Source: an optimization exercise on an open RTL-to-GDS flow (aim: small area, a short achievable clock period and few clock cycles per item). Production flows keep margins and buffers that such runs may drop.
Where RTL was checked, it was by simulation tests only, not by an equivalence proof against the original.
No functional check of the RTL was part of run 1.
Power is estimated from default activity; no workload was simulated.

==> flow/design.v (outline; a module is shown in full before it is edited, if it fits) <==
// module csa_multiplier: 1536 lines
module csa_multiplier (
    input  logic        clk,
    input  logic        rst_n,
    input  logic        in_valid,
    input  logic [15:0] x,
    input  logic [15:0] y,
    output logic        out_valid,
    output logic [31:0] product
);
  // ...
==> flow/run.sh <==
#!/bin/bash
# synth_recipe.tcl (not shown) runs the flow's synth.tcl, then flattens the netlist and writes it again
# the make line also repeats each setting of config.mk as NAME=value (left out here)
make -C /OpenROAD-flow-scripts/flow DESIGN_CONFIG=/design/flow/config.mk WORK_HOME=/design/flow/orfs CLKGATE_MAP_FILE= SYNTH_SCRIPT=/design/flow/synth_recipe.tcl finish
==> flow/config.mk <==
export PLATFORM = sky130hd
export DESIGN_NAME = csa_multiplier
export DESIGN_NICKNAME = csa_multiplier
export VERILOG_FILES = /design/flow/design.v
export SDC_FILE = /design/flow/constraint.sdc
export NUM_CORES = 4
export LEC_CHECK = 0
export CAP_MARGIN = 20
export CORE_MARGIN = 2
export CORE_UTILIZATION = 40
export SLEW_MARGIN = 20
==> flow/constraint.sdc <==
create_clock -name core_clock -period 6.5 [get_ports {clk}]
set_input_delay 1.3000 -clock core_clock [delete_from_list [all_inputs] [get_ports {clk}]]
set_output_delay 1.3000 -clock core_clock [all_outputs]
set_load 0.01 [all_outputs]
==> flow_summary.html, run 1 <==
<table>
<tr><th>Metric</th><th>Value</th></tr>
<tr><th colspan="2">GRT</th></tr>
<tr><td>Total overflow reported by the global router</td><td>0</td></tr>
<tr><td>Wire length of the first global-routing pass</td><td>41,770 um</td></tr>
<tr><th colspan="2">STA</th></tr>
<tr><td>Post-layout min period</td><td>3.372 ns</td></tr>
<tr><td>Slew margin rel.</td><td>49.83%</td></tr>
<tr><th colspan="2">Layout</th></tr>
<tr><td>Post-Layout Inst Area</td><td>12,510 sq um</td></tr>
<tr><td>Fillers</td><td>2,506</td></tr>
<tr><td>Final Core Density</td><td>46.41%</td></tr>
<tr><td>Fraction of area in multi-input gates</td><td>56.54%</td></tr>
<tr><td>Number of buffers other than clock buffers in the final layout</td><td>67</td></tr>
<tr><th colspan="2">Synth</th></tr>
<tr><td>Combinational family with the most area after synthesis</td><td>adder cells</td></tr>
<tr><td>Post-synthesis cell type with the largest combined area</td><td>sky130_fd_sc_hd__fa_1</td></tr>
<tr><td>Synth Area in Compound Gates</td><td>5.196%</td></tr>
<tr><td>Synthesized-area fraction occupied by adder cells</td><td>40.61%</td></tr>
<tr><td>Seq cells post-synth</td><td>144</td></tr>
<tr><th colspan="2">Floorplan</th></tr>
<tr><td>Die Footprint</td><td>28,730 sq um</td></tr>
<tr><td>DIE HEIGHT</td><td>169.5 um</td></tr>
<tr><td>Total number of tap cells</td><td>341</td></tr>
<tr><th colspan="2">Route</th></tr>
<tr><td>Met3 wire length</td><td>1921 um</td></tr>
<tr><td>Total routed wire length on the met1 layer</td><td>11,770 um</td></tr>
<tr><th colspan="2">Min path</th></tr>
<tr><td>Cell count of the worst hold path</td><td>0</td></tr>
<tr><td>Worst hold-check path type</td><td>reg -&gt; reg</td></tr>
<tr><th colspan="2">Placement</th></tr>
<tr><td>Buffers on Ports</td><td>67</td></tr>
<tr><td>Final Wtd Congestion</td><td>0.8191</td></tr>
<tr><th colspan="2">Clocking</th></tr>
<tr><td>Sinks on the clock net</td><td>144</td></tr>
<tr><td>CTS H-Tree Depth</td><td>4</td></tr>
<tr><td>Post-CTS setup repair buffer count</td><td>0</td></tr>
<tr><th colspan="2">Status</th></tr>
<tr><td>Result of the run</td><td>timing/DRC/antenna clean</td></tr>
<tr><th colspan="2">Power and ir drop</th></tr>
<tr><td>Leak pwr</td><td>5.836 nW</td></tr>
<tr><th colspan="2">Critical path</th></tr>
<tr><td>Class of the most critical setup path</td><td>reg -&gt; reg</td></tr>
<tr><td>Worst EP required</td><td>6.84 ns</td></tr>
</table>
==> run 2: changes to the inputs <==
--- a/flow/design.v
+++ b/flow/design.v
@@ -2,95 +2,172 @@
     input  logic        clk,
     input  logic        rst_n,
     input  logic        in_valid,
     input  logic [15:0] x,
     input  logic [15:0] y,
     output logic        out_valid,
     output logic [31:0] product
 );
-    logic [3:1] vld;    
+    logic [4:1] vld;    
     logic [15:0] xr, yr;
     logic t1_c0_0;
     logic t1_c1_0;
     logic t1_c1_1;
     logic t1_c2_0;
     logic t1_c3_0;
     logic t1_c4_0;
     logic t1_c5_0;
+    logic t1_c5_1;
+    logic t1_c5_2;
     logic t1_c6_0;
     logic t1_c6_1;
-    logic t1_c6_2;
     logic t1_c7_0;
     logic t1_c7_1;
     logic t1_c8_0;
     logic t1_c8_1;
+    logic t1_c8_2;
+    logic t1_c8_3;
     logic t1_c9_0;
     logic t1_c9_1;
+    logic t1_c9_2;
     logic t1_c10_0;
     logic t1_c10_1;
+    logic t1_c10_2;
     logic t1_c11_0;
     logic t1_c11_1;
     logic t1_c11_2;
     logic t1_c11_3;
+    logic t1_c11_4;
     logic t1_c12_0;
     logic t1_c12_1;
     logic t1_c12_2;
+    logic t1_c12_3;
     logic t1_c13_0;
     logic t1_c13_1;
     logic t1_c13_2;
+    logic t1_c13_3;
     logic t1_c14_0;
     logic t1_c14_1;
     logic t1_c14_2;
+    logic t1_c14_3;
     logic t1_c15_0;
     logic t1_c15_1;
     logic t1_c15_2;
+    logic t1_c15_3;
+    logic t1_c15_4;
+    logic t1_c15_5;
     logic t1_c16_0;
     logic t1_c16_1;
     logic t1_c16_2;
     logic t1_c16_3;
+    logic t1_c16_4;
     logic t1_c17_0;
     logic t1_c17_1;
     logic t1_c17_2;
     logic t1_c17_3;
+    logic t1_c17_4;
+    logic t1_c17_5;
     logic t1_c18_0;
     logic t1_c18_1;
     logic t1_c18_2;
     logic t1_c18_3;
     logic t1_c19_0;
     logic t1_c19_1;
     logic t1_c19_2;
     logic t1_c19_3;
+    logic t1_c19_4;
     logic t1_c20_0;
     logic t1_c20_1;
     logic t1_c20_2;
     logic t1_c20_3;
+    logic t1_c20_4;
     logic t1_c21_0;
     logic t1_c21_1;
+    logic t1_c21_2;
     logic t1_c22_0;
     logic t1_c22_1;
     logic t1_c22_2;
+    logic t1_c22_3;
     logic t1_c23_0;
     logic t1_c23_1;
     logic t1_c23_2;
+    logic t1_c23_3;
     logic t1_c24_0;
     logic t1_c24_1;
     logic t1_c24_2;
+    logic t1_c24_3;
     logic t1_c25_0;
     logic t1_c25_1;
-    logic t1_c25_2;
     logic t1_c26_0;
+    logic t1_c26_1;
+    logic t1_c26_2;
     logic t1_c27_0;
     logic t1_c27_1;
+    logic t1_c27_2;
     logic t1_c28_0;
-    logic t1_c28_1;
     logic t1_c29_0;
     logic t1_c29_1;
     logic t1_c30_0;
     logic t1_c30_1;
+    logic t2_c0_0;
+    logic t2_c1_0;
+    logic t2_c1_1;
+    logic t2_c2_0;
+    logic t2_c3_0;
+    logic t2_c4_0;
+    logic t2_c5_0;
+    logic t2_c6_0;
+    logic t2_c7_0;
+    logic t2_c8_0;
+    logic t2_c8_1;
+    logic t2_c9_0;
+    logic t2_c9_1;
+    logic t2_c10_0;
+    logic t2_c10_1;
+    logic t2_c11_0;
+    logic t2_c11_1;
+    logic t2_c12_0;
+    logic t2_c12_1;
+    logic t2_c13_0;
+    logic t2_c13_1;
+    logic t2_c14_0;
+    logic t2_c14_1;
+    logic t2_c15_0;
+    logic t2_c15_1;
+    logic t2_c16_0;
+    logic t2_c16_1;
+    logic t2_c17_0;
+    logic t2_c17_1;
+    logic t2_c18_0;
+    logic t2_c18_1;
+    logic t2_c19_0;
+    logic t2_c19_1;
+    logic t2_c20_0;
+    logic t2_c20_1;
+    logic t2_c21_0;
+    logic t2_c21_1;
+    logic t2_c22_0;
+    logic t2_c22_1;
+    logic t2_c23_0;
+    logic t2_c23_1;
+    logic t2_c24_0;
+    logic t2_c24_1;
+    logic t2_c25_0;
+    logic t2_c25_1;
+    logic t2_c26_0;
+    logic t2_c26_1;
+    logic t2_c27_0;
+    logic t2_c27_1;
+    logic t2_c28_0;
+    logic t2_c28_1;
+    logic t2_c29_0;
+    logic t2_c29_1;
+    logic t2_c30_0;
+    logic t2_c30_1;
     logic [31:0] fa_a, fa_b, sum;
     logic [31:0] pr;
     logic pp1;
     logic pp2;
     logic pp3;
     logic pp4;
     logic pp5;
     logic pp6;
@@ -761,19 +838,19 @@
     logic s671;
     logic c672;
     logic s673;
     logic c674;
     logic s675;
     logic c676;
     always_ff @(posedge clk) begin
         if (!rst_n) vld <= '0;
-        else        vld <= {vld[2:1], in_valid};
+        else        vld <= {vld[3:1], in_valid};
     end
-    assign out_valid = vld[3];
+    assign out_valid = vld[4];
     always_ff @(posedge clk) begin
         xr <= x;
         yr <= y;
     end
     assign pp1 = xr[0] & yr[0];
     assign pp2 = xr[1] & yr[0];
     assign pp3 = xr[2] & yr[0];
     assign pp4 = xr[3] & yr[0];
@@ -1338,199 +1415,278 @@
     assign s563 = s497 ^ c390 ^ c392;
     assign c564 = (s497 & c390) | (s497 & c392) | (c390 & c392);
     assign s565 = s499 ^ c396 ^ c498;
     assign c566 = (s499 & c396) | (s499 & c498) | (c396 & c498);
     assign s567 = s501 ^ c398 ^ c400;
     assign c568 = (s501 & c398) | (s501 & c400) | (c398 & c400);
     assign s569 = s405 ^ c404 ^ c504;
     assign c570 = (s405 & c404) | (s405 & c504) | (c404 & c504);
-    assign s571 = s411 ^ c410 ^ c508;
-    assign c572 = (s411 & c410) | (s411 & c508) | (c410 & c508);
-    assign s573 = s513 ^ c416 ^ c418;
-    assign c574 = (s513 & c416) | (s513 & c418) | (c416 & c418);
-    assign s575 = s515 ^ c420 ^ c514;
-    assign c576 = (s515 & c420) | (s515 & c514) | (c420 & c514);
-    assign s577 = s517 ^ s519 ^ c516;
-    assign c578 = (s517 & s519) | (s517 & c516) | (s519 & c516);
-    assign s579 = s521 ^ c426 ^ c428;
-    assign c580 = (s521 & c426) | (s521 & c428) | (c426 & c428);
-    assign s581 = s523 ^ c430 ^ c432;
-    assign c582 = (s523 & c430) | (s523 & c432) | (c430 & c432);
-    assign s583 = s525 ^ s527 ^ c438;
-    assign c584 = (s525 & s527) | (s525 & c438) | (s527 & c438);
-    assign s585 = s529 ^ s531 ^ c526;
-    assign c586 = (s529 & s531) | (s529 & c526) | (s531 & c526);
-    assign s587 = s533 ^ s535 ^ c448;
-    assign c588 = (s533 & s535) | (s533 & c448) | (s535 & c448);
-    assign s589 = c450 ^ c530 ^ c532;
-    assign c590 = (c450 & c530) | (c450 & c532) | (c530 & c532);
-    assign s591 = s537 ^ s539 ^ c456;
-    assign c592 = (s537 & s539) | (s537 & c456) | (s539 & c456);
-    assign s593 = c534 ^ c536;
-    assign c594 = c534 & c536;
-    assign s595 = s541 ^ s543 ^ c460;
-    assign c596 = (s541 & s543) | (s541 & c460) | (s543 & c460);
-    assign s597 = c462 ^ c538 ^ c540;
-    assign c598 = (c462 & c538) | (c462 & c540) | (c538 & c540);
-    assign s599 = s545 ^ s547 ^ c542;
-    assign c600 = (s545 & s547) | (s545 & c542) | (s547 & c542);
-    assign s601 = s549 ^ s551 ^ c474;
-    assign c602 = (s549 & s551) | (s549 & c474) | (s551 & c474);
-    assign s603 = s553 ^ c476 ^ c478;
-    assign c604 = (s553 & c476) | (s553 & c478) | (c476 & c478);
-    assign s605 = s555 ^ s557 ^ c554;
-    assign c606 = (s555 & s557) | (s555 & c554) | (s557 & c554);
-    assign s607 = s559 ^ c488 ^ c556;
-    assign c608 = (s559 & c488) | (s559 & c556) | (c488 & c556);
-    assign s609 = s561 ^ c490 ^ c492;
-    assign c610 = (s561 & c490) | (s561 & c492) | (c490 & c492);
-    assign s611 = s563 ^ c494 ^ c496;
-    assign c612 = (s563 & c494) | (s563 & c496) | (c494 & c496);
-    assign s613 = s567 ^ c500 ^ c566;
-    assign c614 = (s567 & c500) | (s567 & c566) | (c500 & c566);
-    assign s615 = s503 ^ c502 ^ c568;
-    assign c616 = (s503 & c502) | (s503 & c568) | (c502 & c568);
-    assign s617 = t1_c6_0 ^ t1_c6_1 ^ t1_c6_2;
-    assign c618 = (t1_c6_0 & t1_c6_1) | (t1_c6_0 & t1_c6_2) | (t1_c6_1 & t1_c6_2);
-    assign s619 = t1_c11_0 ^ t1_c11_1 ^ t1_c11_2;
-    assign c620 = (t1_c11_0 & t1_c11_1) | (t1_c11_0 & t1_c11_2) | (t1_c11_1 & t1_c11_2);
-    assign s621 = t1_c12_0 ^ t1_c12_1 ^ t1_c12_2;
-    assign c622 = (t1_c12_0 & t1_c12_1) | (t1_c12_0 & t1_c12_2) | (t1_c12_1 & t1_c12_2);
-    assign s623 = t1_c13_0 ^ t1_c13_1 ^ t1_c13_2;
-    assign c624 = (t1_c13_0 & t1_c13_1) | (t1_c13_0 & t1_c13_2) | (t1_c13_1 & t1_c13_2);
-    assign s625 = t1_c14_0 ^ t1_c14_1 ^ t1_c14_2;
-    assign c626 = (t1_c14_0 & t1_c14_1) | (t1_c14_0 & t1_c14_2) | (t1_c14_1 & t1_c14_2);
-    assign s627 = t1_c15_0 ^ t1_c15_1 ^ t1_c15_2;
-    assign c628 = (t1_c15_0 & t1_c15_1) | (t1_c15_0 & t1_c15_2) | (t1_c15_1 & t1_c15_2);
-    assign s629 = t1_c16_0 ^ t1_c16_1 ^ t1_c16_2;
-    assign c630 = (t1_c16_0 & t1_c16_1) | (t1_c16_0 & t1_c16_2) | (t1_c16_1 & t1_c16_2);
-    assign s631 = t1_c17_0 ^ t1_c17_1 ^ t1_c17_2;
-    assign c632 = (t1_c17_0 & t1_c17_1) | (t1_c17_0 & t1_c17_2) | (t1_c17_1 & t1_c17_2);
-    assign s633 = t1_c18_0 ^ t1_c18_1 ^ t1_c18_2;
-    assign c634 = (t1_c18_0 & t1_c18_1) | (t1_c18_0 & t1_c18_2) | (t1_c18_1 & t1_c18_2);
-    assign s635 = t1_c19_0 ^ t1_c19_1 ^ t1_c19_2;
-    assign c636 = (t1_c19_0 & t1_c19_1) | (t1_c19_0 & t1_c19_2) | (t1_c19_1 & t1_c19_2);
-    assign s637 = t1_c20_0 ^ t1_c20_1 ^ t1_c20_2;
-    assign c638 = (t1_c20_0 & t1_c20_1) | (t1_c20_0 & t1_c20_2) | (t1_c20_1 & t1_c20_2);
-    assign s639 = t1_c22_0 ^ t1_c22_1 ^ t1_c22_2;
-    assign c640 = (t1_c22_0 & t1_c22_1) | (t1_c22_0 & t1_c22_2) | (t1_c22_1 & t1_c22_2);
-    assign s641 = t1_c23_0 ^ t1_c23_1 ^ t1_c23_2;
-    assign c642 = (t1_c23_0 & t1_c23_1) | (t1_c23_0 & t1_c23_2) | (t1_c23_1 & t1_c23_2);
-    assign s643 = t1_c24_0 ^ t1_c24_1 ^ t1_c24_2;
-    assign c644 = (t1_c24_0 & t1_c24_1) | (t1_c24_0 & t1_c24_2) | (t1_c24_1 & t1_c24_2);
-    assign s645 = t1_c25_0 ^ t1_c25_1 ^ t1_c25_2;
-    assign c646 = (t1_c25_0 & t1_c25_1) | (t1_c25_0 & t1_c25_2) | (t1_c25_1 & t1_c25_2);
+    assign s571 = t1_c5_0 ^ t1_c5_1 ^ t1_c5_2;
+    assign c572 = (t1_c5_0 & t1_c5_1) | (t1_c5_0 & t1_c5_2) | (t1_c5_1 & t1_c5_2);
+    assign s573 = t1_c8_0 ^ t1_c8_1 ^ t1_c8_2;
+    assign c574 = (t1_c8_0 & t1_c8_1) | (t1_c8_0 & t1_c8_2) | (t1_c8_1 & t1_c8_2);
+    assign s575 = t1_c9_0 ^ t1_c9_1 ^ t1_c9_2;
+    assign c576 = (t1_c9_0 & t1_c9_1) | (t1_c9_0 & t1_c9_2) | (t1_c9_1 & t1_c9_2);
+    assign s577 = t1_c10_0 ^ t1_c10_1 ^ t1_c10_2;
+    assign c578 = (t1_c10_0 & t1_c10_1) | (t1_c10_0 & t1_c10_2) | (t1_c10_1 & t1_c10_2);
+    assign s579 = t1_c11_0 ^ t1_c11_1 ^ t1_c11_2;
+    assign c580 = (t1_c11_0 & t1_c11_1) | (t1_c11_0 & t1_c11_2) | (t1_c11_1 & t1_c11_2);
+    assign s581 = t1_c12_0 ^ t1_c12_1 ^ t1_c12_2;
+    assign c582 = (t1_c12_0 & t1_c12_1) | (t1_c12_0 & t1_c12_2) | (t1_c12_1 & t1_c12_2);
+    assign s583 = t1_c13_0 ^ t1_c13_1 ^ t1_c13_2;
+    assign c584 = (t1_c13_0 & t1_c13_1) | (t1_c13_0 & t1_c13_2) | (t1_c13_1 & t1_c13_2);
+    assign s585 = t1_c14_0 ^ t1_c14_1 ^ t1_c14_2;
+    assign c586 = (t1_c14_0 & t1_c14_1) | (t1_c14_0 & t1_c14_2) | (t1_c14_1 & t1_c14_2);
+    assign s587 = t1_c15_0 ^ t1_c15_1 ^ t1_c15_2;
+    assign c588 = (t1_c15_0 & t1_c15_1) | (t1_c15_0 & t1_c15_2) | (t1_c15_1 & t1_c15_2);
+    assign s589 = t1_c15_3 ^ t1_c15_4 ^ t1_c15_5;
+    assign c590 = (t1_c15_3 & t1_c15_4) | (t1_c15_3 & t1_c15_5) | (t1_c15_4 & t1_c15_5);
+    assign s591 = t1_c16_0 ^ t1_c16_1 ^ t1_c16_2;
+    assign c592 = (t1_c16_0 & t1_c16_1) | (t1_c16_0 & t1_c16_2) | (t1_c16_1 & t1_c16_2);
+    assign s593 = t1_c16_3 ^ t1_c16_4;
+    assign c594 = t1_c16_3 & t1_c16_4;
+    assign s595 = t1_c17_0 ^ t1_c17_1 ^ t1_c17_2;
+    assign c596 = (t1_c17_0 & t1_c17_1) | (t1_c17_0 & t1_c17_2) | (t1_c17_1 & t1_c17_2);
+    assign s597 = t1_c17_3 ^ t1_c17_4 ^ t1_c17_5;
+    assign c598 = (t1_c17_3 & t1_c17_4) | (t1_c17_3 & t1_c17_5) | (t1_c17_4 & t1_c17_5);
+    assign s599 = t1_c18_0 ^ t1_c18_1 ^ t1_c18_2;
+    assign c600 = (t1_c18_0 & t1_c18_1) | (t1_c18_0 & t1_c18_2) | (t1_c18_1 & t1_c18_2);
+    assign s601 = t1_c19_0 ^ t1_c19_1 ^ t1_c19_2;
+    assign c602 = (t1_c19_0 & t1_c19_1) | (t1_c19_0 & t1_c19_2) | (t1_c19_1 & t1_c19_2);
+    assign s603 = t1_c20_0 ^ t1_c20_1 ^ t1_c20_2;
+    assign c604 = (t1_c20_0 & t1_c20_1) | (t1_c20_0 & t1_c20_2) | (t1_c20_1 & t1_c20_2);
+    assign s605 = t1_c21_0 ^ t1_c21_1 ^ t1_c21_2;
+    assign c606 = (t1_c21_0 & t1_c21_1) | (t1_c21_0 & t1_c21_2) | (t1_c21_1 & t1_c21_2);
+    assign s607 = t1_c22_0 ^ t1_c22_1 ^ t1_c22_2;
+    assign c608 = (t1_c22_0 & t1_c22_1) | (t1_c22_0 & t1_c22_2) | (t1_c22_1 & t1_c22_2);
+    assign s609 = t1_c23_0 ^ t1_c23_1 ^ t1_c23_2;
+    assign c610 = (t1_c23_0 & t1_c23_1) | (t1_c23_0 & t1_c23_2) | (t1_c23_1 & t1_c23_2);
+    assign s611 = t1_c24_0 ^ t1_c24_1 ^ t1_c24_2;
+    assign c612 = (t1_c24_0 & t1_c24_1) | (t1_c24_0 & t1_c24_2) | (t1_c24_1 & t1_c24_2);
+    assign s613 = t1_c26_0 ^ t1_c26_1 ^ t1_c26_2;
+    assign c614 = (t1_c26_0 & t1_c26_1) | (t1_c26_0 & t1_c26_2) | (t1_c26_1 & t1_c26_2);
+    assign s615 = t1_c27_0 ^ t1_c27_1 ^ t1_c27_2;
+    assign c616 = (t1_c27_0 & t1_c27_1) | (t1_c27_0 & t1_c27_2) | (t1_c27_1 & t1_c27_2);
+    assign s617 = t1_c6_0 ^ t1_c6_1 ^ c572;
+    assign c618 = (t1_c6_0 & t1_c6_1) | (t1_c6_0 & c572) | (t1_c6_1 & c572);
+    assign s619 = s579 ^ t1_c11_3 ^ t1_c11_4;
+    assign c620 = (s579 & t1_c11_3) | (s579 & t1_c11_4) | (t1_c11_3 & t1_c11_4);
+    assign s621 = s581 ^ t1_c12_3 ^ c580;
+    assign c622 = (s581 & t1_c12_3) | (s581 & c580) | (t1_c12_3 & c580);
+    assign s623 = s583 ^ t1_c13_3 ^ c582;
+    assign c624 = (s583 & t1_c13_3) | (s583 & c582) | (t1_c13_3 & c582);
+    assign s625 = s585 ^ t1_c14_3 ^ c584;
+    assign c626 = (s585 & t1_c14_3) | (s585 & c584) | (t1_c14_3 & c584);
+    assign s627 = s587 ^ s589 ^ c586;
+    assign c628 = (s587 & s589) | (s587 & c586) | (s589 & c586);
+    assign s629 = s591 ^ s593 ^ c588;
+    assign c630 = (s591 & s593) | (s591 & c588) | (s593 & c588);
+    assign s631 = s595 ^ s597 ^ c592;
+    assign c632 = (s595 & s597) | (s595 & c592) | (s597 & c592);
+    assign s633 = s599 ^ t1_c18_3 ^ c596;
+    assign c634 = (s599 & t1_c18_3) | (s599 & c596) | (t1_c18_3 & c596);
+    assign s635 = s601 ^ t1_c19_3 ^ t1_c19_4;
+    assign c636 = (s601 & t1_c19_3) | (s601 & t1_c19_4) | (t1_c19_3 & t1_c19_4);
+    assign s637 = s603 ^ t1_c20_3 ^ t1_c20_4;
+    assign c638 = (s603 & t1_c20_3) | (s603 & t1_c20_4) | (t1_c20_3 & t1_c20_4);
+    assign s639 = s607 ^ t1_c22_3 ^ c606;
+    assign c640 = (s607 & t1_c22_3) | (s607 & c606) | (t1_c22_3 & c606);
+    assign s641 = s609 ^ t1_c23_3 ^ c608;
+    assign c642 = (s609 & t1_c23_3) | (s609 & c608) | (t1_c23_3 & c608);
+    assign s643 = s611 ^ t1_c24_3 ^ c610;
+    assign c644 = (s611 & t1_c24_3) | (s611 & c610) | (t1_c24_3 & c610);
+    assign s645 = t1_c25_0 ^ t1_c25_1 ^ c612;
+    assign c646 = (t1_c25_0 & t1_c25_1) | (t1_c25_0 & c612) | (t1_c25_1 & c612);
     assign s647 = t1_c7_0 ^ t1_c7_1 ^ c618;
     assign c648 = (t1_c7_0 & t1_c7_1) | (t1_c7_0 & c618) | (t1_c7_1 & c618);
-    assign s649 = t1_c8_0 ^ t1_c8_1;
-    assign c650 = t1_c8_0 & t1_c8_1;
-    assign s651 = t1_c9_0 ^ t1_c9_1;
-    assign c652 = t1_c9_0 & t1_c9_1;
-    assign s653 = t1_c10_0 ^ t1_c10_1;
-    assign c654 = t1_c10_0 & t1_c10_1;
-    assign s655 = s619 ^ t1_c11_3;
-    assign c656 = s619 & t1_c11_3;
+    assign s649 = s573 ^ t1_c8_3;
+    assign c650 = s573 & t1_c8_3;
+    assign s651 = s575 ^ c574;
+    assign c652 = s575 & c574;
+    assign s653 = s577 ^ c576;
+    assign c654 = s577 & c576;
+    assign s655 = s619 ^ c578;
+    assign c656 = s619 & c578;
     assign s657 = s621 ^ c620;
     assign c658 = s621 & c620;
     assign s659 = s623 ^ c622;
     assign c660 = s623 & c622;
     assign s661 = s625 ^ c624;
     assign c662 = s625 & c624;
     assign s663 = s627 ^ c626;
     assign c664 = s627 & c626;
-    assign s665 = s629 ^ t1_c16_3 ^ c628;
-    assign c666 = (s629 & t1_c16_3) | (s629 & c628) | (t1_c16_3 & c628);
-    assign s667 = s631 ^ t1_c17_3 ^ c630;
-    assign c668 = (s631 & t1_c17_3) | (s631 & c630) | (t1_c17_3 & c630);
-    assign s669 = s633 ^ t1_c18_3 ^ c632;
-    assign c670 = (s633 & t1_c18_3) | (s633 & c632) | (t1_c18_3 & c632);
-    assign s671 = s635 ^ t1_c19_3 ^ c634;
-    assign c672 = (s635 & t1_c19_3) | (s635 & c634) | (t1_c19_3 & c634);
-    assign s673 = s637 ^ t1_c20_3 ^ c636;
-    assign c674 = (s637 & t1_c20_3) | (s637 & c636) | (t1_c20_3 & c636);
-    assign s675 = t1_c21_0 ^ t1_c21_1 ^ c638;
-    assign c676 = (t1_c21_0 & t1_c21_1) | (t1_c21_0 & c638) | (t1_c21_1 & c638);
+    assign s665 = s629 ^ c590 ^ c628;
+    assign c666 = (s629 & c590) | (s629 & c628) | (c590 & c628);
+    assign s667 = s631 ^ c594 ^ c630;
+    assign c668 = (s631 & c594) | (s631 & c630) | (c594 & c630);
+    assign s669 = s633 ^ c598 ^ c632;
+    assign c670 = (s633 & c598) | (s633 & c632) | (c598 & c632);
+    assign s671 = s635 ^ c600 ^ c634;
+    assign c672 = (s635 & c600) | (s635 & c634) | (c600 & c634);
+    assign s673 = s637 ^ c602 ^ c636;
+    assign c674 = (s637 & c602) | (s637 & c636) | (c602 & c636);
+    assign s675 = s605 ^ c604 ^ c638;
+    assign c676 = (s605 & c604) | (s605 & c638) | (c604 & c638);
     always_ff @(posedge clk) begin
         t1_c0_0 <= pp1;
         t1_c1_0 <= pp2;
         t1_c1_1 <= pp17;
         t1_c2_0 <= s257;
         t1_c3_0 <= s407;
         t1_c4_0 <= s507;
-        t1_c5_0 <= s571;
+        t1_c5_0 <= s411;
+        t1_c5_1 <= c410;
+        t1_c5_2 <= c508;
         t1_c6_0 <= s509;
         t1_c6_1 <= c412;
-        t1_c6_2 <= c572;
         t1_c7_0 <= s511;
         t1_c7_1 <= c510;
-        t1_c8_0 <= s573;
-        t1_c8_1 <= c512;
-        t1_c9_0 <= s575;
-        t1_c9_1 <= c574;
-        t1_c10_0 <= s577;
-        t1_c10_1 <= c576;
-        t1_c11_0 <= s579;
-        t1_c11_1 <= c518;
-        t1_c11_2 <= c520;
-        t1_c11_3 <= c578;
-        t1_c12_0 <= s581;
-        t1_c12_1 <= c522;
-        t1_c12_2 <= c580;
-        t1_c13_0 <= s583;
-        t1_c13_1 <= c524;
-        t1_c13_2 <= c582;
-        t1_c14_0 <= s585;
-        t1_c14_1 <= c528;
-        t1_c14_2 <= c584;
-        t1_c15_0 <= s587;
-        t1_c15_1 <= s589;
-        t1_c15_2 <= c586;
-        t1_c16_0 <= s591;
-        t1_c16_1 <= s593;
-        t1_c16_2 <= c588;
-        t1_c16_3 <= c590;
-        t1_c17_0 <= s595;
-        t1_c17_1 <= s597;
-        t1_c17_2 <= c592;
-        t1_c17_3 <= c594;
-        t1_c18_0 <= s599;
-        t1_c18_1 <= c544;
-        t1_c18_2 <= c596;
-        t1_c18_3 <= c598;
-        t1_c19_0 <= s601;
-        t1_c19_1 <= c546;
-        t1_c19_2 <= c548;
-        t1_c19_3 <= c600;
-        t1_c20_0 <= s603;
-        t1_c20_1 <= c550;
-        t1_c20_2 <= c552;
-        t1_c20_3 <= c602;
-        t1_c21_0 <= s605;
-        t1_c21_1 <= c604;
-        t1_c22_0 <= s607;
-        t1_c22_1 <= c558;
-        t1_c22_2 <= c606;
-        t1_c23_0 <= s609;
-        t1_c23_1 <= c560;
-        t1_c23_2 <= c608;
-        t1_c24_0 <= s611;
-        t1_c24_1 <= c562;
-        t1_c24_2 <= c610;
+        t1_c8_0 <= s513;
+        t1_c8_1 <= c416;
+        t1_c8_2 <= c418;
+        t1_c8_3 <= c512;
+        t1_c9_0 <= s515;
+        t1_c9_1 <= c420;
+        t1_c9_2 <= c514;
+        t1_c10_0 <= s517;
+        t1_c10_1 <= s519;
+        t1_c10_2 <= c516;
+        t1_c11_0 <= s521;
+        t1_c11_1 <= c426;
+        t1_c11_2 <= c428;
+        t1_c11_3 <= c518;
+        t1_c11_4 <= c520;
+        t1_c12_0 <= s523;
+        t1_c12_1 <= c430;
+        t1_c12_2 <= c432;
+        t1_c12_3 <= c522;
+        t1_c13_0 <= s525;
+        t1_c13_1 <= s527;
+        t1_c13_2 <= c438;
+        t1_c13_3 <= c524;
+        t1_c14_0 <= s529;
+        t1_c14_1 <= s531;
+        t1_c14_2 <= c526;
+        t1_c14_3 <= c528;
+        t1_c15_0 <= s533;
+        t1_c15_1 <= s535;
+        t1_c15_2 <= c448;
+        t1_c15_3 <= c450;
+        t1_c15_4 <= c530;
+        t1_c15_5 <= c532;
+        t1_c16_0 <= s537;
+        t1_c16_1 <= s539;
+        t1_c16_2 <= c456;
+        t1_c16_3 <= c534;
+        t1_c16_4 <= c536;
+        t1_c17_0 <= s541;
+        t1_c17_1 <= s543;
+        t1_c17_2 <= c460;
+        t1_c17_3 <= c462;
+        t1_c17_4 <= c538;
+        t1_c17_5 <= c540;
+        t1_c18_0 <= s545;
+        t1_c18_1 <= s547;
+        t1_c18_2 <= c542;
+        t1_c18_3 <= c544;
+        t1_c19_0 <= s549;
+        t1_c19_1 <= s551;
+        t1_c19_2 <= c474;
+        t1_c19_3 <= c546;
+        t1_c19_4 <= c548;
+        t1_c20_0 <= s553;
+        t1_c20_1 <= c476;
+        t1_c20_2 <= c478;
+        t1_c20_3 <= c550;
+        t1_c20_4 <= c552;
+        t1_c21_0 <= s555;
+        t1_c21_1 <= s557;
+        t1_c21_2 <= c554;
+        t1_c22_0 <= s559;
+        t1_c22_1 <= c488;
+        t1_c22_2 <= c556;
+        t1_c22_3 <= c558;
+        t1_c23_0 <= s561;
+        t1_c23_1 <= c490;
+        t1_c23_2 <= c492;
+        t1_c23_3 <= c560;
+        t1_c24_0 <= s563;
+        t1_c24_1 <= c494;
+        t1_c24_2 <= c496;
+        t1_c24_3 <= c562;
         t1_c25_0 <= s565;
         t1_c25_1 <= c564;
-        t1_c25_2 <= c612;
-        t1_c26_0 <= s613;
-        t1_c27_0 <= s615;
-        t1_c27_1 <= c614;
+        t1_c26_0 <= s567;
+        t1_c26_1 <= c500;
+        t1_c26_2 <= c566;
+        t1_c27_0 <= s503;
+        t1_c27_1 <= c502;
+        t1_c27_2 <= c568;
         t1_c28_0 <= s569;
-        t1_c28_1 <= c616;
         t1_c29_0 <= s505;
         t1_c29_1 <= c570;
         t1_c30_0 <= pp256;
         t1_c30_1 <= c506;
     end
-    assign fa_a = {1'b0, t1_c30_0, t1_c29_0, t1_c28_0, t1_c27_0, t1_c26_0, s645, s643, s641, s639, s675, s673, s671, s669, s667, s665, s663, s661, s659, s657, s655, s653, s651, s649, s647, s617, t1_c5_0, t1_c4_0, t1_c3_0, t1_c2_0, t1_c1_0, t1_c0_0};
-    assign fa_b = {1'b0, t1_c30_1, t1_c29_1, t1_c28_1, t1_c27_1, c646, c644, c642, c640, c676, c674, c672, c670, c668, c666, c664, c662, c660, c658, c656, c654, c652, c650, c648, 1'b0, 1'b0, 1'b0, 1'b0, 1'b0, 1'b0, t1_c1_1, 1'b0};
+    always_ff @(posedge clk) begin
+        t2_c0_0 <= t1_c0_0;
+        t2_c1_0 <= t1_c1_0;
+        t2_c1_1 <= t1_c1_1;
+        t2_c2_0 <= t1_c2_0;
+        t2_c3_0 <= t1_c3_0;
+        t2_c4_0 <= t1_c4_0;
+        t2_c5_0 <= s571;
+        t2_c6_0 <= s617;
+        t2_c7_0 <= s647;
+        t2_c8_0 <= s649;
+        t2_c8_1 <= c648;
+        t2_c9_0 <= s651;
+        t2_c9_1 <= c650;
+        t2_c10_0 <= s653;
+        t2_c10_1 <= c652;
+        t2_c11_0 <= s655;
+        t2_c11_1 <= c654;
+        t2_c12_0 <= s657;
+        t2_c12_1 <= c656;
+        t2_c13_0 <= s659;
+        t2_c13_1 <= c658;
+        t2_c14_0 <= s661;
+        t2_c14_1 <= c660;
+        t2_c15_0 <= s663;
+        t2_c15_1 <= c662;
+        t2_c16_0 <= s665;
+        t2_c16_1 <= c664;
+        t2_c17_0 <= s667;
+        t2_c17_1 <= c666;
+        t2_c18_0 <= s669;
+        t2_c18_1 <= c668;
+        t2_c19_0 <= s671;
+        t2_c19_1 <= c670;
+        t2_c20_0 <= s673;
+        t2_c20_1 <= c672;
+        t2_c21_0 <= s675;
+        t2_c21_1 <= c674;
+        t2_c22_0 <= s639;
+        t2_c22_1 <= c676;
+        t2_c23_0 <= s641;
+        t2_c23_1 <= c640;
+        t2_c24_0 <= s643;
+        t2_c24_1 <= c642;
+        t2_c25_0 <= s645;
+        t2_c25_1 <= c644;
+        t2_c26_0 <= s613;
+        t2_c26_1 <= c646;
+        t2_c27_0 <= s615;
+        t2_c27_1 <= c614;
+        t2_c28_0 <= t1_c28_0;
+        t2_c28_1 <= c616;
+        t2_c29_0 <= t1_c29_0;
+        t2_c29_1 <= t1_c29_1;
+        t2_c30_0 <= t1_c30_0;
+        t2_c30_1 <= t1_c30_1;
+    end
+    assign fa_a = {1'b0, t2_c30_0, t2_c29_0, t2_c28_0, t2_c27_0, t2_c26_0, t2_c25_0, t2_c24_0, t2_c23_0, t2_c22_0, t2_c21_0, t2_c20_0, t2_c19_0, t2_c18_0, t2_c17_0, t2_c16_0, t2_c15_0, t2_c14_0, t2_c13_0, t2_c12_0, t2_c11_0, t2_c10_0, t2_c9_0, t2_c8_0, t2_c7_0, t2_c6_0, t2_c5_0, t2_c4_0, t2_c3_0, t2_c2_0, t2_c1_0, t2_c0_0};
+    assign fa_b = {1'b0, t2_c30_1, t2_c29_1, t2_c28_1, t2_c27_1, t2_c26_1, t2_c25_1, t2_c24_1, t2_c23_1, t2_c22_1, t2_c21_1, t2_c20_1, t2_c19_1, t2_c18_1, t2_c17_1, t2_c16_1, t2_c15_1, t2_c14_1, t2_c13_1, t2_c12_1, t2_c11_1, t2_c10_1, t2_c9_1, t2_c8_1, 1'b0, 1'b0, 1'b0, 1'b0, 1'b0, 1'b0, t2_c1_1, 1'b0};
     assign sum  = fa_a + fa_b;
     always_ff @(posedge clk) pr <= sum;
     assign product = pr;
 endmodule
==> flow_summary.html, run 2 <==
<table>
<tr><th>Metric</th><th>Value</th></tr>
<tr><th colspan="2">Layout</th></tr>
<tr><td>Registers with the highest flip-flop counts</td><td>pr: 32 flops, xr: 16 flops, yr: 16 flops</td></tr>
<tr><td>Final Core Density</td><td>46.18% (-0.22 points)</td></tr>
<tr><td>Relative area change from synthesis to final layout</td><td>14.32%</td></tr>
<tr><td>Fraction of layout cells with a size suffix above 1</td><td>4.232%</td></tr>
<tr><td>Antenna cells</td><td>0</td></tr>
<tr><td>Number of nets in the layout</td><td>1,457</td></tr>
<tr><td>Number of flip-flops under the largest register name</td><td>32</td></tr>
<tr><td>Commonest cells after routing, fill and taps aside</td><td>sky130_fd_sc_hd__dfxtp_1 (222), sky130_fd_sc_hd__fa_1 (201), sky130_fd_sc_hd__inv_1 (190), sky130_fd_sc_hd__nand2_1 (155), sky130_fd_sc_hd__and2_1 (132)</td></tr>
<tr><td>Leading cell type in the layout, fill and taps excluded</td><td>sky130_fd_sc_hd__dfxtp_1</td></tr>
<tr><td>Most flop-heavy register</td><td>pr</td></tr>
<tr><td>Finished Layout Cells</td><td>1,601</td></tr>
<tr><th colspan="2">Route</th></tr>
<tr><td>Via Count</td><td>7,458</td></tr>
<tr><td>Post-DR wirelength/cell</td><td>16.06 um</td></tr>
<tr><td>Drt drc</td><td>0</td></tr>
<tr><td>Average vias per placed instance</td><td>4.658</td></tr>
<tr><td>Total iterations of the first detailed-routing run</td><td>5</td></tr>
<tr><td>Post-Route WL</td><td>25,720 um</td></tr>
<tr><td>Number of nets with antenna violations after detailed routing</td><td>0</td></tr>
<tr><td>Drt first-iter violations</td><td>471</td></tr>
<tr><th colspan="2">STA</th></tr>
<tr><td>Final-layout setup total negative slack</td><td>0 ns</td></tr>
<tr><td>Worst hold slack</td><td>0.3253 ns</td></tr>
<tr><td>Share of the cycle needed by the critical path after routing</td><td>42.79%</td></tr>
<tr><td>Setup violation total in the final timing report</td><td>0</td></tr>
<tr><td>Fmax achieved</td><td>359.5 MHz</td></tr>
<tr><td>Number of hold violations in the final report</td><td>0</td></tr>
<tr><td>Post-layout min period</td><td>2.781 ns (-0.5909 ns)</td></tr>
<tr><td>Worst Tran Pin Value</td><td>0.8184 ns</td></tr>
<tr><td>Slew margin rel.</td><td>45.36% (-4.5 points)</td></tr>
<tr><td>RSZ-0062 raised after global routing</td><td>false</td></tr>
<tr><td>Setup skew after layout</td><td>0.02138 ns</td></tr>
<tr><td>Max-slew violation total from the final report</td><td>0</td></tr>
<tr><td>Final worst slack</td><td>3.719 ns</td></tr>
<tr><th colspan="2">Synth</th></tr>
<tr><td>Leading cell type by number of instances after synthesis</td><td>sky130_fd_sc_hd__dfxtp_1</td></tr>
<tr><td>Number of cells produced by synthesis</td><td>1,134</td></tr>
<tr><td>Number of nets produced by synthesis</td><td>1,404</td></tr>
<tr><td>Seq cells post-synth</td><td>222 (+54%)</td></tr>
<tr><td>Post-Synthesis Mean Instance Area</td><td>10.84 sq um</td></tr>
<tr><td>Ranking of synthesized cells by area</td><td>sky130_fd_sc_hd__dfxtp_1 (36%), sky130_fd_sc_hd__fa_1 (33%), sky130_fd_sc_hd__and2_1 (6.7%)</td></tr>
<tr><td>Post-synthesis cell type with the largest combined area</td><td>sky130_fd_sc_hd__dfxtp_1</td></tr>
<tr><td>Ranking of synthesized cells by instance count</td><td>sky130_fd_sc_hd__dfxtp_1 (222), sky130_fd_sc_hd__fa_1 (201), sky130_fd_sc_hd__inv_1 (190)</td></tr>
<tr><td>Portion of the post-synthesis area used by sequential elements</td><td>36.15%</td></tr>
<tr><td>Post-synthesis instance area</td><td>12,290 sq um</td></tr>
<tr><td>Count of flip-flops with a built-in enable after synthesis</td><td>0</td></tr>
<tr><td>Top_reg_cell synth</td><td>sky130_fd_sc_hd__dfxtp_1</td></tr>
<tr><td>Post-synth cell types</td><td>50</td></tr>
<tr><td>Portion of synthesized cell area occupied by the leading cell type</td><td>36.15%</td></tr>
<tr><td>Total number of yosys warnings</td><td>1</td></tr>
<tr><td>Proportion of synthesized flip-flops having asynchronous set or reset</td><td>0%</td></tr>
<tr><th colspan="2">Placement</th></tr>
<tr><td>Worst slack, placed</td><td>3.724 ns</td></tr>
<tr><td>Buffers on Ports</td><td>67 (unchanged)</td></tr>
<tr><td>Placed cell count</td><td>1,557</td></tr>
<tr><td>Final HPWL from detailed placement</td><td>18,770 um</td></tr>
<tr><td>Final Wtd Congestion</td><td>0.8398 (+2.5%)</td></tr>
<tr><th colspan="2">GRT</th></tr>
<tr><td>Largest net degree at the start of global routing</td><td>17</td></tr>
<tr><td>Wire length of the first global-routing pass</td><td>42,150 um (+0.91%)</td></tr>
<tr><td>Total overflow reported by the global router</td><td>0 (unchanged)</td></tr>
<tr><td>Combined global-route utilization of all metal layers</td><td>16.93%</td></tr>
<tr><td>Via count of the first global-routing pass</td><td>7,929</td></tr>
<tr><td>Number of antenna violations at the first check in global routing</td><td>0</td></tr>
<tr><th colspan="2">Power and ir drop</th></tr>
<tr><td>Leak pwr</td><td>6.466 nW (+11%)</td></tr>
<tr><td>Maximum VDD drop</td><td>0.0001912 V</td></tr>
<tr><td>Total power density per cell area</td><td>409.1 nW/um^2</td></tr>
<tr><th colspan="2">Min path</th></tr>
<tr><td>Worst hold-check path type</td><td>reg -&gt; reg</td></tr>
<tr><td>Worst min-delay path startpoint</td><td>t2_c0_0</td></tr>
<tr><td>End point of the worst hold path</td><td>pr[0]</td></tr>
<tr><td>Cell count of the worst hold path</td><td>0 (unchanged)</td></tr>
<tr><th colspan="2">Clocking</th></tr>
<tr><td>Post-cts hold buffer count</td><td>0</td></tr>
<tr><td>Post-CTS setup repair buffer count</td><td>0 (unchanged)</td></tr>
<tr><td>Worst-path clk slew</td><td>0.06 ns</td></tr>
<tr><td>Worst skew pair latency</td><td>0.52 ns</td></tr>
<tr><td>Sinks on the clock net</td><td>222 (+54%)</td></tr>
<tr><td>CTS H-Tree Depth</td><td>1 (-3)</td></tr>
<tr><td>TritonCTS clock tree</td><td>built</td></tr>
<tr><td>Clk root buf</td><td>sky130_fd_sc_hd__clkbuf_16</td></tr>
<tr><td>Cts repair resizes</td><td>0</td></tr>
<tr><td>Maximum buffer depth of the clock tree</td><td>3</td></tr>
<tr><td>TritonCTS buffer count</td><td>24</td></tr>
<tr><th colspan="2">Critical path</th></tr>
<tr><td>Class of the most critical setup path</td><td>reg -&gt; reg</td></tr>
<tr><td>Reg-to-Reg Start</td><td>yr[10]</td></tr>
<tr><td>Crit path arrival time</td><td>3.16 ns</td></tr>
<tr><td>Internal reg-to-reg setup slack</td><td>3.72 ns</td></tr>
<tr><td>Critical Path Fanout Max</td><td>16</td></tr>
<tr><td>FF-to-FF End</td><td>t1_c15_0</td></tr>
<tr><td>Endpoint kind of the worst setup timing path</td><td>register</td></tr>
<tr><td>Worst EP required</td><td>6.88 ns (+0.04 ns)</td></tr>
<tr><td>Critical path launch point type</td><td>register</td></tr>
<tr><td>Cell count of the worst reg-to-reg path</td><td>4</td></tr>
<tr><th colspan="2">Floorplan</th></tr>
<tr><td>Die Footprint</td><td>32,150 sq um (+12%)</td></tr>
<tr><td>X dimension of the die</td><td>179.3 um</td></tr>
<tr><td>Standard cell core area</td><td>30,430 sq um</td></tr>
<tr><td>Starting density of the core</td><td>40.40%</td></tr>
<tr><td>Standard-cell row count</td><td>64</td></tr>
<tr><td>DIE HEIGHT</td><td>179.3 um (+5.8%)</td></tr>
<tr><td>Ports</td><td>68</td></tr>
<tr><th colspan="2">Run</th></tr>
<tr><td>MaxCap Viol Count</td><td>0</td></tr>
<tr><th colspan="2">Status</th></tr>
<tr><td>Result of the run</td><td>timing/DRC/antenna clean</td></tr>
</table>
run 2: cell types whose count changed in the layout (fill, tap and decap cells not counted), sizes merged, moves of 4 or more:
cell	delta
nand2	+86
inv	-38
a21o	+4
and2	-83
dfxtp	+78
xor2	+4
clkbuf	+15
run 2: cell families after synthesis:
group / share of synthesized area [%]
AOI/OAI and AO/OA: 4.265
xor gates and xnor gates: 1.700
adders and majority gates: 36.19
buffers and inverters: 7.501
DFF: 36.15
muxes: 0.2443
and+or+nand+nor: 13.94
run 2: worst max-delay path by stage:
stage	start	end	slack, ns	depth (start not counted)
final	yr[10]	t1_c15_0	3.72	4
after global routing	xr[13]	t1_c14_0	3.61	5
after CTS	xr[15]	t1_c23_0	3.74	5
after detailed placement	yr[9]	t1_c24_0	3.72	5
after global placement	yr[9]	t1_c24_0	3.75	5
after floorplan	yr[2]	t1_c15_0	4.06	6
run 2: worst max-delay path, stage by stage, from the launching register on:
cell and delay (ns):
sky130_fd_sc_hd__dfxtp_1 0.84, sky130_fd_sc_hd__and2_1 0.26, sky130_fd_sc_hd__fa_1 0.52, sky130_fd_sc_hd__fa_1 0.60
sky130_fd_sc_hd__fa_1 0.41
run 2: final cells by class:
cell class	count	area (sq um)
multi-input combinational	682	6927
fill	2787	16380
sequential	222	4444
clock buffer	32	701.9
tap	396	495.5
clock inverter	12	101.3
timing repair buffer	67	670.6
inverter	190	713.2
run 2: stage by stage:
stage | total power, W | area (sq um)
after global routing | 0.006253 | 14050
after floorplan | 0.003734 | 12290
after detailed placement | 0.004461 | 13250
final | 0.005749 | 14050
after CTS | 0.005828 | 14050
after global placement | 0.004407 | 13250
run 2: layer usage:
metal	GRT usage (%)	part of all wire (%)	vias up
li1	-	-	3502
met1	24.74	48	3651
met2	25.78	42	264
met3	3.329	7.9	41
met4	4.435	2.2	0
met5	0	0	-
run 2: power by group:
group / switching, W / total, W / internal (W)
clock network: 0.000535 / 0.00134 / 0.000800
logic: 0.00131 / 0.00237 / 0.00106
registers: 0.000220 / 0.00205 / 0.00183
Testbench counts of run 2, summed over its fixed seeds: cycles 12,024, items 12,000.
==> run 3: changes to the inputs <==
--- a/flow/config.mk
+++ b/flow/config.mk
@@ -8,4 +8,5 @@
 export CAP_MARGIN = 20
 export CORE_MARGIN = 2
 export CORE_UTILIZATION = 40
+export SETUP_SLACK_MARGIN = 4.0
 export SLEW_MARGIN = 20
==> flow_summary.html, run 3 <==
<table>
<tr><th>Metric</th><th>Value</th></tr>
<tr><th colspan="2">Status</th></tr>
<tr><td>Result of the run</td><td>timing/DRC/antenna clean</td></tr>
<tr><th colspan="2">Critical path</th></tr>
<tr><td>Class of the most critical setup path</td><td>reg -&gt; reg</td></tr>
<tr><td>Critical Path Fanout Max</td><td>16 (unchanged)</td></tr>
<tr><td>Endpoint kind of the worst setup timing path</td><td>register</td></tr>
<tr><td>Crit path arrival time</td><td>2.82 ns (-0.34 ns)</td></tr>
<tr><td>Worst EP required</td><td>6.88 ns (about the same)</td></tr>
<tr><td>Critical path launch point type</td><td>register</td></tr>
<tr><th colspan="2">Synth</th></tr>
<tr><td>Post-synthesis instance area</td><td>12,290 sq um (unchanged)</td></tr>
<tr><td>Portion of the post-synthesis area used by sequential elements</td><td>36.15% (unchanged)</td></tr>
<tr><td>Seq cells post-synth</td><td>222 (unchanged)</td></tr>
<tr><td>Number of nets produced by synthesis</td><td>1,404 (unchanged)</td></tr>
<tr><td>Number of cells produced by synthesis</td><td>1,134 (unchanged)</td></tr>
<tr><td>Ranking of synthesized cells by area</td><td>sky130_fd_sc_hd__dfxtp_1 (36%), sky130_fd_sc_hd__fa_1 (33%), sky130_fd_sc_hd__and2_1 (6.7%)</td></tr>
<tr><td>Leading cell type by number of instances after synthesis</td><td>sky130_fd_sc_hd__dfxtp_1</td></tr>
<tr><td>Post-synth cell types</td><td>50 (unchanged)</td></tr>
<tr><td>Top_reg_cell synth</td><td>sky130_fd_sc_hd__dfxtp_1</td></tr>
<tr><td>Total number of yosys warnings</td><td>1 (unchanged)</td></tr>
<tr><td>Proportion of synthesized flip-flops having asynchronous set or reset</td><td>0% (unchanged)</td></tr>
<tr><td>Portion of synthesized cell area occupied by the leading cell type</td><td>36.15% (unchanged)</td></tr>
<tr><td>Post-Synthesis Mean Instance Area</td><td>10.84 sq um (unchanged)</td></tr>
<tr><td>Post-synthesis cell type with the largest combined area</td><td>sky130_fd_sc_hd__dfxtp_1</td></tr>
<tr><td>Ranking of synthesized cells by instance count</td><td>sky130_fd_sc_hd__dfxtp_1 (222), sky130_fd_sc_hd__fa_1 (201), sky130_fd_sc_hd__inv_1 (190)</td></tr>
<tr><td>Count of flip-flops with a built-in enable after synthesis</td><td>0 (unchanged)</td></tr>
<tr><th colspan="2">Route</th></tr>
<tr><td>Via Count</td><td>7,450 (-0.11%)</td></tr>
<tr><td>Average vias per placed instance</td><td>4.653 (-0.11%)</td></tr>
<tr><td>Number of nets with antenna violations after detailed routing</td><td>0 (unchanged)</td></tr>
<tr><td>Total iterations of the first detailed-routing run</td><td>5 (unchanged)</td></tr>
<tr><td>Post-Route WL</td><td>25,830 um (+0.45%)</td></tr>
<tr><td>Post-DR wirelength/cell</td><td>16.13 um (+0.45%)</td></tr>
<tr><td>Drt first-iter violations</td><td>493 (+4.7%)</td></tr>
<tr><td>Drt drc</td><td>0 (unchanged)</td></tr>
<tr><th colspan="2">Clocking</th></tr>
<tr><td>TritonCTS buffer count</td><td>24 (unchanged)</td></tr>
<tr><td>Worst-path clk slew</td><td>0.06 ns (about the same)</td></tr>
<tr><td>Post-cts hold buffer count</td><td>0 (unchanged)</td></tr>
<tr><td>Clk root buf</td><td>sky130_fd_sc_hd__clkbuf_16</td></tr>
<tr><td>TritonCTS clock tree</td><td>built</td></tr>
<tr><td>Worst skew pair latency</td><td>0.52 ns (about the same)</td></tr>
<tr><td>CTS H-Tree Depth</td><td>1 (unchanged)</td></tr>
<tr><td>Sinks on the clock net</td><td>222 (unchanged)</td></tr>
<tr><td>Maximum buffer depth of the clock tree</td><td>3 (unchanged)</td></tr>
<tr><td>Post-CTS setup repair buffer count</td><td>0 (unchanged)</td></tr>
<tr><th colspan="2">STA</th></tr>
<tr><td>Final-layout setup total negative slack</td><td>0 ns (unchanged)</td></tr>
<tr><td>RSZ-0062 raised after global routing</td><td>true</td></tr>
<tr><td>Max-slew violation total from the final report</td><td>0 (unchanged)</td></tr>
<tr><td>Number of hold violations in the final report</td><td>0 (unchanged)</td></tr>
<tr><td>Post-layout min period</td><td>2.437 ns (-0.3447 ns)</td></tr>
<tr><td>Share of the cycle needed by the critical path after routing</td><td>37.49% (-5.3 points)</td></tr>
<tr><td>Worst Tran Pin Value</td><td>0.5893 ns (-0.2292 ns)</td></tr>
<tr><td>Setup violation total in the final timing report</td><td>0 (unchanged)</td></tr>
<tr><td>Slew margin rel.</td><td>60.30% (+15 points)</td></tr>
<tr><td>Fmax achieved</td><td>410.4 MHz (+14%)</td></tr>
<tr><td>Setup skew after layout</td><td>0.02222 ns (+0.0008475 ns)</td></tr>
<tr><th colspan="2">Power and ir drop</th></tr>
<tr><td>Overall power consumption</td><td>0.005681 W (-1.2%)</td></tr>
<tr><td>Total power density per cell area</td><td>403.0 nW/um^2 (-1.5%)</td></tr>
<tr><td>Sequential fraction of design power</td><td>35.9% (+0.3 points)</td></tr>
<tr><td>Psw</td><td>0.002060 W (about the same)</td></tr>
<tr><td>Share of power burned in combinational logic</td><td>40.5% (-0.7 points)</td></tr>
<tr><td>Internal power</td><td>0.003622 W (-1.8%)</td></tr>
<tr><td>Leak pwr</td><td>6.531 nW (+1.0%)</td></tr>
<tr><td>Maximum VDD drop</td><td>0.0001907 V (-0.26%)</td></tr>
<tr><td>Switching part of the total power</td><td>36.25% (+0.40 points)</td></tr>
<tr><td>Share of power burned in the clock network</td><td>23.5% (+0.3 points)</td></tr>
<tr><th colspan="2">Floorplan</th></tr>
<tr><td>Standard cell core area</td><td>30,430 sq um (unchanged)</td></tr>
<tr><td>Standard-cell row count</td><td>64 (unchanged)</td></tr>
<tr><td>Die Footprint</td><td>32,150 sq um (unchanged)</td></tr>
<tr><td>Starting density of the core</td><td>40.40% (unchanged)</td></tr>
<tr><td>DIE HEIGHT</td><td>179.3 um (unchanged)</td></tr>
<tr><td>X dimension of the die</td><td>179.3 um (unchanged)</td></tr>
<tr><td>Ports</td><td>68 (unchanged)</td></tr>
<tr><th colspan="2">Layout</th></tr>
<tr><td>Leading cell type in the layout, fill and taps excluded</td><td>sky130_fd_sc_hd__fa_1</td></tr>
<tr><td>Most flop-heavy register</td><td>pr</td></tr>
<tr><td>Commonest cells after routing, fill and taps aside</td><td>sky130_fd_sc_hd__fa_1 (201), sky130_fd_sc_hd__inv_1 (190), sky130_fd_sc_hd__dfxtp_1 (190), sky130_fd_sc_hd__nand2_1 (155), sky130_fd_sc_hd__and2_1 (132)</td></tr>
<tr><td>Relative area change from synthesis to final layout</td><td>14.68%</td></tr>
<tr><td>Number of flip-flops under the largest register name</td><td>32 (unchanged)</td></tr>
<tr><td>Antenna cells</td><td>0 (unchanged)</td></tr>
<tr><td>Fraction of layout cells with a size suffix above 1</td><td>6.888% (+2.7 points)</td></tr>
<tr><td>Registers with the highest flip-flop counts</td><td>pr: 32 flops, xr: 16 flops, yr: 16 flops</td></tr>
<tr><td>Number of nets in the layout</td><td>1,457 (unchanged)</td></tr>
<tr><th colspan="2">Min path</th></tr>
<tr><td>Worst hold-check path type</td><td>reg -&gt; reg</td></tr>
<tr><th colspan="2">GRT</th></tr>
<tr><td>Total overflow reported by the global router</td><td>0 (unchanged)</td></tr>
<tr><td>Wire length of the first global-routing pass</td><td>42,200 um (+0.11%)</td></tr>
<tr><td>Number of antenna violations at the first check in global routing</td><td>0 (unchanged)</td></tr>
<tr><td>Combined global-route utilization of all metal layers</td><td>16.97% (+0.037 points)</td></tr>
<tr><td>Via count of the first global-routing pass</td><td>7,927 (-0.025%)</td></tr>
<tr><td>Largest net degree at the start of global routing</td><td>17 (unchanged)</td></tr>
<tr><th colspan="2">Placement</th></tr>
<tr><td>Final HPWL from detailed placement</td><td>18,770 um (unchanged)</td></tr>
<tr><td>Final Wtd Congestion</td><td>0.8398 (unchanged)</td></tr>
<tr><td>Buffers on Ports</td><td>67 (unchanged)</td></tr>
<tr><th colspan="2">Run</th></tr>
<tr><td>MaxCap Viol Count</td><td>0 (unchanged)</td></tr>
</table>
run 3: area by class of cell:
cell class                      instances  area [sq um]
Multi-Input combinational cell        682          6927
Timing Repair Buffer                   67         629.4
Clock inverter                         12         101.3
Sequential cell                       222          4529
Inverter                              190         713.2
Tap cell                              396         495.5
Fill cell                            2778         16330
Clock buffer                           32         701.9
run 3: routing by layer:
layer / global-route usage, % / share of wire (%)
met3: 3.265 / 7.5
met4: 4.469 / 2.4
met5: 0 / 0
met1: 24.75 / 48
met2: 25.93 / 42
run 3: per-stage QoR:
step           util, %  cells  hold WS (ns)  setup slack (ns)  cell area, sq um
3_3_place_gp     43.54   1557        0.3111             3.750             13250
2_1_floorplan        -   1134        0.3096             4.059             12290
6_report         46.33   1601        0.3255             4.063             14100
5_1_grt          46.33   1601        0.3290             3.970             14100
4_1_cts          46.18   1601        0.3278             4.008             14050
3_5_place_dp     43.54   1557        0.3128             3.724             13250
run 3: final timing paths:
| kind | start | endpoint | slack (ns) | cells after the start |
|---|---|---|---|---|
| min | t1_c1_1 | t2_c1_1 | 0.33 | 0 |
| max | yr[3] | t1_c12_0 | 4.06 | 6 |
| min reg2reg | t1_c1_1 | t2_c1_1 | 0.33 | 0 |
| max reg2reg | yr[3] | t1_c12_0 | 4.06 | 6 |
run 3: power groups by stage:
stage	Combinational [W]	Clock, W	Sequential (W)
after floorplan	0.00169	0	0.00204
after global placement	0.00233	0	0.00208
after detailed placement	0.00238	0	0.00208
after CTS	0.00233	0.00138	0.00205
after global routing	0.00266	0.00143	0.00209
final	0.00230	0.00134	0.00204
run 3: kinds of logic (layout without fill, tap and decap cells):
kind of cell / count (synthesis) / count (layout) / share of synthesized area, %
fa+ha+maj: 235 / 235 / 36.19
flops: 222 / 222 / 36.15
simple gates: 342 / 342 / 13.94
xor+xnor: 23 / 23 / 1.700
buf+inv: 230 / 301 / 7.501
mux: 3 / 3 / 0.2443
compound gates: 79 / 79 / 4.265
run 3: what timing repair did:
action | 4_1_cts | 5_1_grt
setup endpoints to repair | 91 | 24
pin swaps | 0 | 0
gates resized for setup | 65 | 18
cloned | 0 | 0
run 3: critical path, stage by stage (launching register included):
cell and delay, ns:
sky130_fd_sc_hd__dfxtp_2 0.43, sky130_fd_sc_hd__and2_1 0.23, sky130_fd_sc_hd__fa_1 0.53, sky130_fd_sc_hd__inv_1 0.06
sky130_fd_sc_hd__fa_1 0.53, sky130_fd_sc_hd__inv_1 0.07, sky130_fd_sc_hd__fa_1 0.46
==> run 4: changes to the inputs <==
==> flow/flow/run.sh (new file) <==
#!/bin/bash
# Own layout flow: the standard layout, with one change in synthesis:
# Yosys's synth runs with -noabc, so its early "abc -fast" pass does not
# re-map the hand-written full/half adders before extract_fa maps them to
# the library's fa/ha cells. Everything else (the ORFS make targets, the
# final abc mapping, floorplan, placement, CTS, routing) is the standard flow.
set -euo pipefail
here=$(pwd)
sed 's/yosys synth -nofsm -noshare /yosys synth -nofsm -noshare -noabc /' synth_recipe.tcl > noabc_synth.tcl
grep -q -- "-noabc" noabc_synth.tcl
bash standard.sh SYNTH_SCRIPT="$here/noabc_synth.tcl" finish > "$here/flow_make.log" 2>&1
==> flow/standard.sh (new file) <==
#!/bin/bash
# synth_recipe.tcl (not shown) runs the flow's synth.tcl, then flattens the netlist and writes it again
# the make line also repeats each setting of config.mk as NAME=value (left out here)
make -C /OpenROAD-flow-scripts/flow DESIGN_CONFIG=/design/flow/config.mk WORK_HOME=/design/flow/orfs CLKGATE_MAP_FILE= SYNTH_SCRIPT=/design/flow/synth_recipe.tcl "${@:-finish}"
removed: flow/run.sh
==> flow_summary.html, run 4 <==
<table>
<tr><th>Metric</th><th>Value</th></tr>
<tr><th colspan="2">Status</th></tr>
<tr><td>Result of the run</td><td>timing/DRC/antenna clean</td></tr>
<tr><th colspan="2">Layout</th></tr>
<tr><td>Antenna cells</td><td>0 (unchanged)</td></tr>
<tr><td>Relative area change from synthesis to final layout</td><td>16.21%</td></tr>
<tr><td>Number of nets in the layout</td><td>1,245 (-15%)</td></tr>
<tr><td>Final Core Density</td><td>47.32% (+0.99 points)</td></tr>
<tr><td>Finished Layout Cells</td><td>1,376 (-14%)</td></tr>
<tr><td>Number of flip-flops under the largest register name</td><td>32 (unchanged)</td></tr>
<tr><td>Fraction of layout cells with a size suffix above 1</td><td>8.065% (+1.2 points)</td></tr>
<tr><th colspan="2">Min path</th></tr>
<tr><td>Worst hold-check path type</td><td>reg -&gt; reg</td></tr>
<tr><td>Worst min-delay path startpoint</td><td>t2_c0_0</td></tr>
<tr><th colspan="2">Route</th></tr>
<tr><td>Total iterations of the first detailed-routing run</td><td>4 (-1)</td></tr>
<tr><td>Drt first-iter violations</td><td>331 (-33%)</td></tr>
<tr><td>Average vias per placed instance</td><td>4.799 (+3.1%)</td></tr>
<tr><td>Number of nets with antenna violations after detailed routing</td><td>0 (unchanged)</td></tr>
<tr><td>Drt drc</td><td>0 (unchanged)</td></tr>
<tr><th colspan="2">STA</th></tr>
<tr><td>Worst Tran Pin Value</td><td>0.5203 ns (-0.06893 ns)</td></tr>
<tr><td>Setup violation total in the final timing report</td><td>0 (unchanged)</td></tr>
<tr><td>Number of hold violations in the final report</td><td>0 (unchanged)</td></tr>
<tr><td>Slew margin rel.</td><td>65.02% (+4.7 points)</td></tr>
<tr><th colspan="2">Synth</th></tr>
<tr><td>Number of nets produced by synthesis</td><td>1,186 (-16%)</td></tr>
<tr><td>Post-synth cell types</td><td>44 (-12%)</td></tr>
<tr><td>Post-Synthesis Mean Instance Area</td><td>12.76 sq um (+18%)</td></tr>
<tr><td>Number of cells produced by synthesis</td><td>916 (-19%)</td></tr>
<tr><td>Post-synthesis instance area</td><td>11,690 sq um (-4.9%)</td></tr>
<tr><td>Proportion of synthesized flip-flops having asynchronous set or reset</td><td>0% (unchanged)</td></tr>
<tr><td>Ranking of synthesized cells by instance count</td><td>sky130_fd_sc_hd__and2_1 (260), sky130_fd_sc_hd__dfxtp_1 (222), sky130_fd_sc_hd__fa_1 (201)</td></tr>
<tr><th colspan="2">Clocking</th></tr>
<tr><td>Maximum buffer depth of the clock tree</td><td>3 (unchanged)</td></tr>
<tr><td>Worst-path clk slew</td><td>0.06 ns (about the same)</td></tr>
<tr><td>Sinks on the clock net</td><td>222 (unchanged)</td></tr>
<tr><th colspan="2">Critical path</th></tr>
<tr><td>Critical Path Fanout Max</td><td>1 (-15)</td></tr>
<tr><td>Reg-to-Reg Start</td><td>yr[10]</td></tr>
<tr><td>Cell count of the worst reg-to-reg path</td><td>4 (-2)</td></tr>
<tr><td>CP max stage cell</td><td>sky130_fd_sc_hd__dfxtp_1</td></tr>
<tr><td>Class of the most critical setup path</td><td>reg -&gt; out</td></tr>
<tr><td>Critical path's largest stage delay</td><td>0.32 ns (-0.21 ns)</td></tr>
<tr><td>FF-to-FF End</td><td>t1_c15_0</td></tr>
<tr><td>Critical path launch point type</td><td>register</td></tr>
<tr><td>Cell family with most CP delay</td><td>flip-flops</td></tr>
<tr><th colspan="2">Power and ir drop</th></tr>
<tr><td>Internal power</td><td>0.003720 W (+2.7%)</td></tr>
<tr><td>Sequential fraction of design power</td><td>36.6% (+0.7 points)</td></tr>
<tr><td>Share of power burned in the clock network</td><td>25.4% (+1.9 points)</td></tr>
<tr><td>Leak pwr</td><td>5.795 nW (-11%)</td></tr>
<tr><th colspan="2">Floorplan</th></tr>
<tr><td>Die Footprint</td><td>30,600 sq um (-4.8%)</td></tr>
<tr><td>DIE HEIGHT</td><td>174.9 um (-2.4%)</td></tr>
<tr><th colspan="2">GRT</th></tr>
<tr><td>Largest net degree at the start of global routing</td><td>17 (unchanged)</td></tr>
<tr><td>Number of antenna violations at the first check in global routing</td><td>0 (unchanged)</td></tr>
<tr><th colspan="2">Placement</th></tr>
<tr><td>Placement-stage cell area</td><td>12,700 sq um (-4.1%)</td></tr>
<tr><td>Final HPWL from detailed placement</td><td>17,370 um (-7.5%)</td></tr>
<tr><th colspan="2">Run</th></tr>
<tr><td>MaxCap Viol Count</td><td>0 (unchanged)</td></tr>
</table>
[run 4: changes by cell type in the layout (fill, tap and decap cells not counted), sizes merged, moves of 4 or more]
cell    delta
clkbuf     +4
nand3      -6
a21oi     -12
inv      -183
clkinv     -6
a21o       -5
and2     +128
a31oi      +4
nand2    -135
nor3       -4
[run 4: worst reg2reg max path, cell delays in order (launching register included)]
cell,delay (ns)
sky130_fd_sc_hd__dfxtp_2,0.61
sky130_fd_sc_hd__and2_1,0.24
sky130_fd_sc_hd__fa_1,0.46
sky130_fd_sc_hd__fa_1,0.55
sky130_fd_sc_hd__fa_1,0.42
[run 4: layout make-up]
| type | count | area, sq um |
|---|---|---|
| clock buffers | 36 | 716.9 |
| fillers | 2596 | 15120 |
| flip-flops and latches | 222 | 4484 |
| well taps | 384 | 480.5 |
| repair buffers | 68 | 636.9 |
| inverters | 6 | 22.52 |
| clock inverters | 8 | 132.6 |
| multi-input cells | 652 | 7108 |
[run 4: kinds of logic after synthesis]
family | synth area share (%)
and+or+nand+nor | 16.33
adders and majority gates | 38.07
DFF | 38.03
AOI/OAI and AO/OA | 4.272
buffers and inverters | 1.360
xor gates and xnor gates | 1.948
[run 4: power groups by stage]
stage / sequential [W] / clock (W) / combinational [W]
4_1_cts: 0.00208 / 0.00148 / 0.00215
3_3_place_gp: 0.00210 / 0 / 0.00216
3_5_place_dp: 0.00211 / 0 / 0.00220
6_report: 0.00207 / 0.00144 / 0.00215
5_1_grt: 0.00212 / 0.00154 / 0.00247
2_1_floorplan: 0.00206 / 0 / 0.00143
[run 4: per-layer routing]
metal,vias to the layer above,track usage (%),routed length (um)
li1,3024,-,-
met1,3344,25.26,11830
met2,192,27.26,11220
met3,44,3.198,1600
met4,0,4.653,631
met5,-,0,0
[run 4: what timing repair did]
action | CTS | global route
gates resized for setup | 63 | 7
endpoints found under the setup margin | 89 | 13
setup buffers | 0 | 1
pin swaps | 0 | 1
hold buffers | 0 | 0
[run 4: worst max path at each step]
stage / startpoint / end / slack [ns] / depth (start not counted)
floorplan: yr[1] / t1_c12_0 / 4.23 / 5
global placement: yr[6] / t1_c20_0 / 3.81 / 4
detailed placement: yr[8] / t1_c22_0 / 3.81 / 4
CTS: xr[0] / t1_c14_0 / 4.04 / 4
global route: t2_c1_0 / pr[31] / 4.02 / 8
finish: pr[31] / product[31] / 4.08 / 1
[run 4: per-stage QoR]
step	total power, W	setup WS [ns]	hold slack [ns]
2_1_floorplan	0.003482	4.231	0.3096
3_3_place_gp	0.004259	3.808	0.3110
3_5_place_dp	0.004301	3.811	0.3121
4_1_cts	0.005706	4.036	0.3256
5_1_grt	0.006120	4.019	0.3342
6_report	0.005656	4.082	0.3253

[separate check: timing with driven ports]
The results above use ideal ports. As a check the final layouts listed here were re-extracted and re-timed, cells and wires unchanged.
Step 1 assumes that a clkbuf_16 drives the clock port and a buf_2 every other input.
Step 2 times the ports against the registers' clock, not the clock port: input delays grow and output delays shrink by t, the midpoint of the rising clock arrivals with the driver on.
a / b / c = no drivers / after step 1 / after step 2; a / b = the first two.
run	shift t [ns]	setup WS [ns]	hold WS [ns]	worst setup path after step 2	worst data-port slew with drivers (ns)
run 1	0.474	3.128 / 3.128 / 3.128	0.330 / 0.330 / 0.330	register to register	0.04
run 2	0.557	3.719 / 3.719 / 3.719	0.325 / 0.325 / 0.325	register to register	0.03
run 3	0.557	4.063 / 4.063 / 4.063	0.325 / 0.325 / 0.325	register to register	0.03
run 4	0.581	4.082 / 4.034 / 4.089	0.325 / 0.325 / 0.325	register to register	0.03
After both steps every run listed still meets setup and hold.
